From an optimization exercise on the open Yosys and OpenROAD flow, aimed at small area and a short achievable clock period; shortcuts taken in it are not production practice.
Only simulation tests tie the RTL to the original design; equivalence was not proved.
Power figures rest on the tool's default switching activity, not on a simulated workload.

## mul_simd_top
module mul_simd_top
(
   input  logic        clk,
   input  logic        rst_n,
   input  logic        in_valid,
   input  logic [1:0]  op,
   input  logic [31:0] a,
   input  logic [31:0] b,
   output logic        out_valid,
   output logic [63:0] result
);
   logic v1_r;
   always_ff @(posedge clk or negedge rst_n) begin
      if (!rst_n) begin
         v1_r      <= 1'b0;
         out_valid <= 1'b0;
      end else begin
         v1_r      <= in_valid;
         out_valid <= v1_r;
      end
   end
   logic wide, sgn;
   assign wide = ~op[1];
   assign sgn  = op[0];
   logic [3:0] w0_r;    
   logic       s0_r;
   logic [15:0] b0_r;
   logic [7:0]  bo0_r, bt0_r, bn0_r;    
   logic [7:0]  d0_one, d0_two;
   always_comb begin
      for (int j = 0; j < 8; j++) begin
         logic x2, x1, x0;
         x2 = a[0 + 2*j + 1];
         x1 = a[0 + 2*j];
         x0 = (j == 0) ? 1'b0 : (j == 4) ? (a[7] & wide) : a[0 + 2*j - 1];
         d0_one[j] = x1 ^ x0;
         d0_two[j] = (x2 & ~x1 & ~x0) | (~x2 & x1 & x0);
      end
   end
   logic [7:0] ml0_r, mh0_r;    
   logic       bx0_r;             
   logic [23:0] r0_r, r0_d;
   logic [15:0] r0_w;
   logic [7:0]  r0_b;
   logic [15:0] r0_wk;
   logic [7:0]  r0_bk;
   assign r0_wk = b[15:0] + 16'h5556;
   assign r0_bk = b[15:8] + 8'h56;
   assign r0_w = (~sgn & a[15]) ? r0_wk : 16'h5556;
   assign r0_b = (~sgn & a[15]) ? r0_bk : 8'h56;
  ...
For scale: roughly 130 I/O pins, roughly 20000 um2 of cells after synthesis.
export LEC_CHECK = 0
export CAP_MARGIN = 20
export CORE_MARGIN = 2
export CORE_UTILIZATION = 65
export CTS_BUF_LIST = sky130_fd_sc_hd__clkbuf_8 sky130_fd_sc_hd__clkbuf_16
export CTS_CLUSTER_DIAMETER = 100
export CTS_CLUSTER_SIZE = 24
export PLACE_DENSITY = 0.75
export SLEW_MARGIN = 20
create_clock -name core_clock -period 9.5 [get_ports {clk}]
standard.sh (not shown) runs the stock make flow with config.mk's settings and CLKGATE_MAP_FILE= SYNTH_SCRIPT=/design/flow/synth_recipe.tcl, a recipe that flattens the netlist after the stock synthesis.
==> flow/flow/run.sh <==
#!/bin/bash
# Own layout flow: the standard synthesis unchanged, then
#  - (if POLARITY=1) flow/polarity.py removes inverters between full-adder
#    cells of the synthesized netlist by choosing each adder's polarity
#    (registers, ports and the function are unchanged),
#  - the standard ORFS steps with a few resizer settings changed (knobs.sh):
#    port buffers are buf cells (the default pick is a slow delay buffer),
#    the resizer may swap cells across footprints, and repair_timing aims for
#    extra setup slack.
# Each step's full output goes to a log file in this folder.
set -euo pipefail
cd "$(dirname "$0")/.."
source flow/knobs.sh
R=orfs/results/sky130hd/mul_simd_top/base
bash standard.sh synth > flow_synth.log 2>&1
if [[ "${POLARITY:-0}" == 1 ]]; then
  cp $R/1_2_yosys.v flow_synth_netlist.v
  python3 flow/polarity.py $R/1_2_yosys.v > flow_polarity.log 2>&1
  rm -f $R/1_synth.odb $R/1_synth.sdc
fi
bash standard.sh "${KNOBS[@]}" finish > flow_layout.log 2>&1
Other scripts of this flow, unchanged in this note and not shown: flow/flow/knobs.sh, flow/flow/polarity.py
Edit:
CORE_UTILIZATION = 60   (was 65)
CTS_BUF_LIST = unset   (was sky130_fd_sc_hd__clkbuf_8 sky130_fd_sc_hd__clkbuf_16)
CTS_CLUSTER_DIAMETER = unset   (was 100)
CTS_CLUSTER_SIZE = unset   (was 24)
PLACE_DENSITY = unset   (was 0.75)
Total power goes up by a few percent.
Worst setup slack degrades by 11 ps.
Sequential share of layout area goes down by 0.75 points.
Synthesized area does not change.
Design area goes up by a few percent.

* * *

## run 1
mul_simd_top, a different RTL version from the one above (not shown whole).
Size in the first run: about 2100 cells after synthesis, roughly 130 I/O pins.
// mul_simd_top
module mul_simd_top
(
   input  logic        clk,
   input  logic        rst_n,
   input  logic        in_valid,
   input  logic [1:0]  op,
   input  logic [31:0] a,
   input  logic [31:0] b,
   output logic        out_valid,
   output logic [63:0] result
);
Settings: LEC_CHECK=0, CAP_MARGIN=20, CORE_MARGIN=2, CORE_UTILIZATION=60, SLEW_MARGIN=20; clock period 9.5 ns.
==> flow/flow/knobs.sh <==
POLARITY=1
KNOBS=(
  MATCH_CELL_FOOTPRINT=0
  "BUFFER_PORTS_ARGS=-buffer_cell sky130_fd_sc_hd__buf_2"
  SETUP_SLACK_MARGIN=5
)
Scripts as last shown in full above: flow/flow/run.sh
Other scripts of this flow, unchanged in this note and not shown: flow/flow/polarity.py
Run 1 ran to completion and came out clean on the timing, DRC and antenna checks.
## Diff of input files: run 2 against run 1
--- a/flow/flow/knobs.sh
+++ b/flow/flow/knobs.sh
@@ -5 +5 @@
-  SETUP_SLACK_MARGIN=5
+  SETUP_SLACK_MARGIN=5.2
Notes after the runs:
Via count for run 2: 121 up relative to run 1
Looking only at maximum frequency, and setting everything else aside, the lower value of run 2 and run 1 goes to run 1.
Run 2 vs run 1, fraction of area in non-clock buffers went up by 0.63 points.
From run 1 to run 2 the numbers moved as follows: hold slack barely changed, core utilization increased 1.0 points, number of nets in the finished design increased 14, leakage power figure now larger, power consumption increased about 1%.
Run 1 → run 2: layout overhead on the synthesized area went up 1.7 points; total net switching power increased by 1.1% relative to the old numbers; global-route wire length before repair did not really move.
Setup changes, run 2 to run 3
--- a/flow/flow/knobs.sh
+++ b/flow/flow/knobs.sh
@@ -5 +5 @@
-  SETUP_SLACK_MARGIN=5.2
+  SETUP_SLACK_MARGIN=5.4
Changes observed in run 3 relative to run 2: placement-stage cell area shows no meaningful change, sequential share of layout area roughly the same, routed wire length up 2.3%.

* * *

## garnet
RTL: one of the versions met above, not the one the previous note started from.
Size: ~0.020 mm² of cells after synthesis.
export LEC_CHECK = 0
export CAP_MARGIN = 20
export CORE_MARGIN = 2
export CORE_UTILIZATION = 60
export CTS_BUF_LIST = sky130_fd_sc_hd__clkbuf_8 sky130_fd_sc_hd__clkbuf_16
export CTS_CLUSTER_DIAMETER = 100
export CTS_CLUSTER_SIZE = 24
export SLEW_MARGIN = 20
create_clock -name core_clock -period 9.5 [get_ports {clk}]
==> flow/flow/knobs.sh <==
POLARITY=1
KNOBS=(
  MATCH_CELL_FOOTPRINT=0
  "BUFFER_PORTS_ARGS=-buffer_cell sky130_fd_sc_hd__buf_2"
  SETUP_SLACK_MARGIN=5.35
)
Scripts as last shown in full above: flow/flow/run.sh
Other scripts of this flow, unchanged in this note and not shown: flow/flow/polarity.py
garnet completed every stage of the flow, and the final layout passed the timing, DRC and antenna checks.
[inputs] zinc vs garnet
==> flow/flow/knobs.sh <==
POLARITY=1
KNOBS=(
  MATCH_CELL_FOOTPRINT=0
  "BUFFER_PORTS_ARGS=-buffer_cell sky130_fd_sc_hd__buf_2"
  SETUP_SLACK_MARGIN=5.2
)
## What came out
- All of zinc and garnet finish clean.
- Sort zinc and garnet by number of non-clock buffers in the layout asc -> top: zinc
- Total length of routed met2 wires down about 4.5% in zinc wrt garnet
- Between zinc and garnet, highest cell delay on the worst timing path is higher for garnet, zinc comes in under that.
- Compared garnet against zinc; weighted congestion reported at the end of routability-driven placement within noise.
- Final instance area in zinc vs garnet: down 1.9%

* * *

mul_simd_top, a different RTL version from the one above (not shown whole).
Size: ~2100 cells after synthesis, roughly 130 I/O pins.
export LEC_CHECK = 0
export CAP_MARGIN = 20
export CORE_MARGIN = 2
export CORE_UTILIZATION = 60
export CTS_BUF_LIST = sky130_fd_sc_hd__clkbuf_8 sky130_fd_sc_hd__clkbuf_16
export CTS_CLUSTER_DIAMETER = 100
export CTS_CLUSTER_SIZE = 24
export SLEW_MARGIN = 20
create_clock -name core_clock -period 9.5 [get_ports {clk}]
==> flow/flow/knobs.sh <==
POLARITY=1
KNOBS=(
  MATCH_CELL_FOOTPRINT=0
  "BUFFER_PORTS_ARGS=-buffer_cell sky130_fd_sc_hd__buf_2"
  SETUP_SLACK_MARGIN=5.45
)
Scripts as last shown in full above: flow/flow/run.sh
Other scripts of this flow, unchanged in this note and not shown: flow/flow/polarity.py
The starting point completed with no timing, DRC or antenna violations.
Change:
--- a/flow/flow/knobs.sh
+++ b/flow/flow/knobs.sh
@@ -5 +5 @@
-  SETUP_SLACK_MARGIN=5.45
+  SETUP_SLACK_MARGIN=5.2
Cell area decreases slightly.
Routed wire length drops slightly.
Non-clock buffer count fell by 7.
Clock-buffer cell count drops by 2.
Sequential cell count stays the same.
Setup slack is worse by 0.14 ns.
First-iteration DRC count went up by a few percent.
Via count barely changes.
Utilization came out lower by 1.2 points.
Change:
--- a/flow/flow/knobs.sh
+++ b/flow/flow/knobs.sh
@@ -5 +5 @@
-  SETUP_SLACK_MARGIN=5.2
+  SETUP_SLACK_MARGIN=5.5
After rerunning: Global-route usage is higher by 0.14 points. Critical path depth is lower by 6. Clock skew stays flat.

* * *

mul_simd_top again, from the RTL that the note above started with.
clock: 9.5 ns
lec_check: 0
cap_margin: 20
core_margin: 2
core_utilization: 60
cts_buf_list: sky130_fd_sc_hd__clkbuf_8 sky130_fd_sc_hd__clkbuf_16
cts_cluster_diameter: 100
cts_cluster_size: 24
slew_margin: 20
==> flow/flow/knobs.sh <==
POLARITY=1
KNOBS=(
  MATCH_CELL_FOOTPRINT=0
  "BUFFER_PORTS_ARGS=-buffer_cell sky130_fd_sc_hd__buf_2"
  SETUP_SLACK_MARGIN=5.35
)
Scripts as last shown in full above: flow/flow/run.sh
Other scripts of this flow, unchanged in this note and not shown: flow/flow/polarity.py
Next try:
GPL_ROUTABILITY_DRIVEN = 0   (was default)
Result:
- global-route usage shrinks by 0.13 points
- setup slack gets better by 0.030 ns
- utilization grows by 0.12 points
- total power grows by 1.0%
- worst hold slack gets worse by 0.0089 ns
- final area hardly moves
- synthesized area is unchanged
Next try:
==> flow/flow/knobs.sh (replaced) <==
POLARITY=1
KNOBS=(
  MATCH_CELL_FOOTPRINT=0
  "BUFFER_PORTS_ARGS=-buffer_cell sky130_fd_sc_hd__buf_2"
  SETUP_SLACK_MARGIN=5.5
)
CTS_CLUSTER_SIZE = 28   (was 24)
GPL_ROUTABILITY_DRIVEN = default   (was 0)
Effect: Clock skew shrinks by 0.0068 ns. Wire length came out higher by 2.2%. Die area is unchanged. Register-to-register slack improves by 0.10 ns. Critical path depth does not change. Total power goes up by 1.4%. Sequential share of layout area hardly moves. Hold slack is better by 0.0064 ns. Fmax increases by 1.5%. Area after synthesis stays the same. Cell count goes up by 0.84%.

## static timing again, ports no longer ideal
How much do the figures lean on ideal ports? The routed layouts below were timed once more, with nothing changed but the port constraints.
Step 1: set_driving_cell puts a clkbuf_16 on clk and a buf_2 on each other input, an assumption about the parent block.
Step 2 times the ports against the registers' clock, not the clock port: input delays grow and output delays shrink by t, the midpoint of the rising clock arrivals with the driver on.
a / b / c = ideal ports / drivers / drivers and shift; a / b = the first two.
| run | t, ns | setup WS [ns] | hold WS [ns] | worst data-port slew with drivers (ns) | pins driven straight from the clock port |
|---|---|---|---|---|---|
| the first run of note 1 | 0.560 | 5.336 / 5.336 / 5.270 | 0.366 / 0.366 / 0.366 | 0.06 | 1 |
| the second run of note 1 | 0.612 | 5.325 / 5.308 / 5.239 | 0.349 / 0.349 / 0.349 | 0.06 | 1 |
| run 1 | 0.599 | 5.163 / 5.108 / 5.186 | 0.360 / 0.360 / 0.360 | 0.04 | 1 |
| run 2 | 0.602 | 5.238 / 5.183 / 5.141 | 0.359 / 0.359 / 0.359 | 0.04 | 1 |
| run 3 | 0.607 | 5.315 / 5.262 / 5.536 | 0.356 / 0.356 / 0.356 | 0.06 | 1 |
| garnet | 0.550 | 5.436 / 5.388 / 5.337 | 0.355 / 0.355 / 0.355 | 0.06 | 1 |
| zinc | 0.546 | 5.294 / 5.242 / 5.265 | 0.357 / 0.357 / 0.357 | 0.06 | 1 |
| the first run of note 4 | 0.577 | 5.494 / 5.440 / 5.330 | 0.372 / 0.372 / 0.372 | 0.06 | 1 |
| the second run of note 4 | 0.560 | 5.359 / 5.306 / 5.359 | 0.379 / 0.379 / 0.379 | 0.05 | 1 |
| the third run of note 4 | 0.562 | 5.522 / 5.469 / 5.316 | 0.372 / 0.372 / 0.372 | 0.06 | 1 |
| the first run of note 5 | 0.555 | 5.423 / 5.404 / 5.423 | 0.376 / 0.376 / 0.376 | 0.06 | 1 |
| the second run of note 5 | 0.576 | 5.453 / 5.397 / 5.322 | 0.367 / 0.367 / 0.367 | 0.05 | 1 |
| the third run of note 5 | 0.571 | 5.512 / 5.458 / 5.284 | 0.373 / 0.373 / 0.373 | 0.06 | 1 |
After both steps setup and hold are still met in every run listed. For the third run of note 5, which loses most, drivers alone change the setup slack by -0.054 ns; drivers and shift together by -0.228 ns.
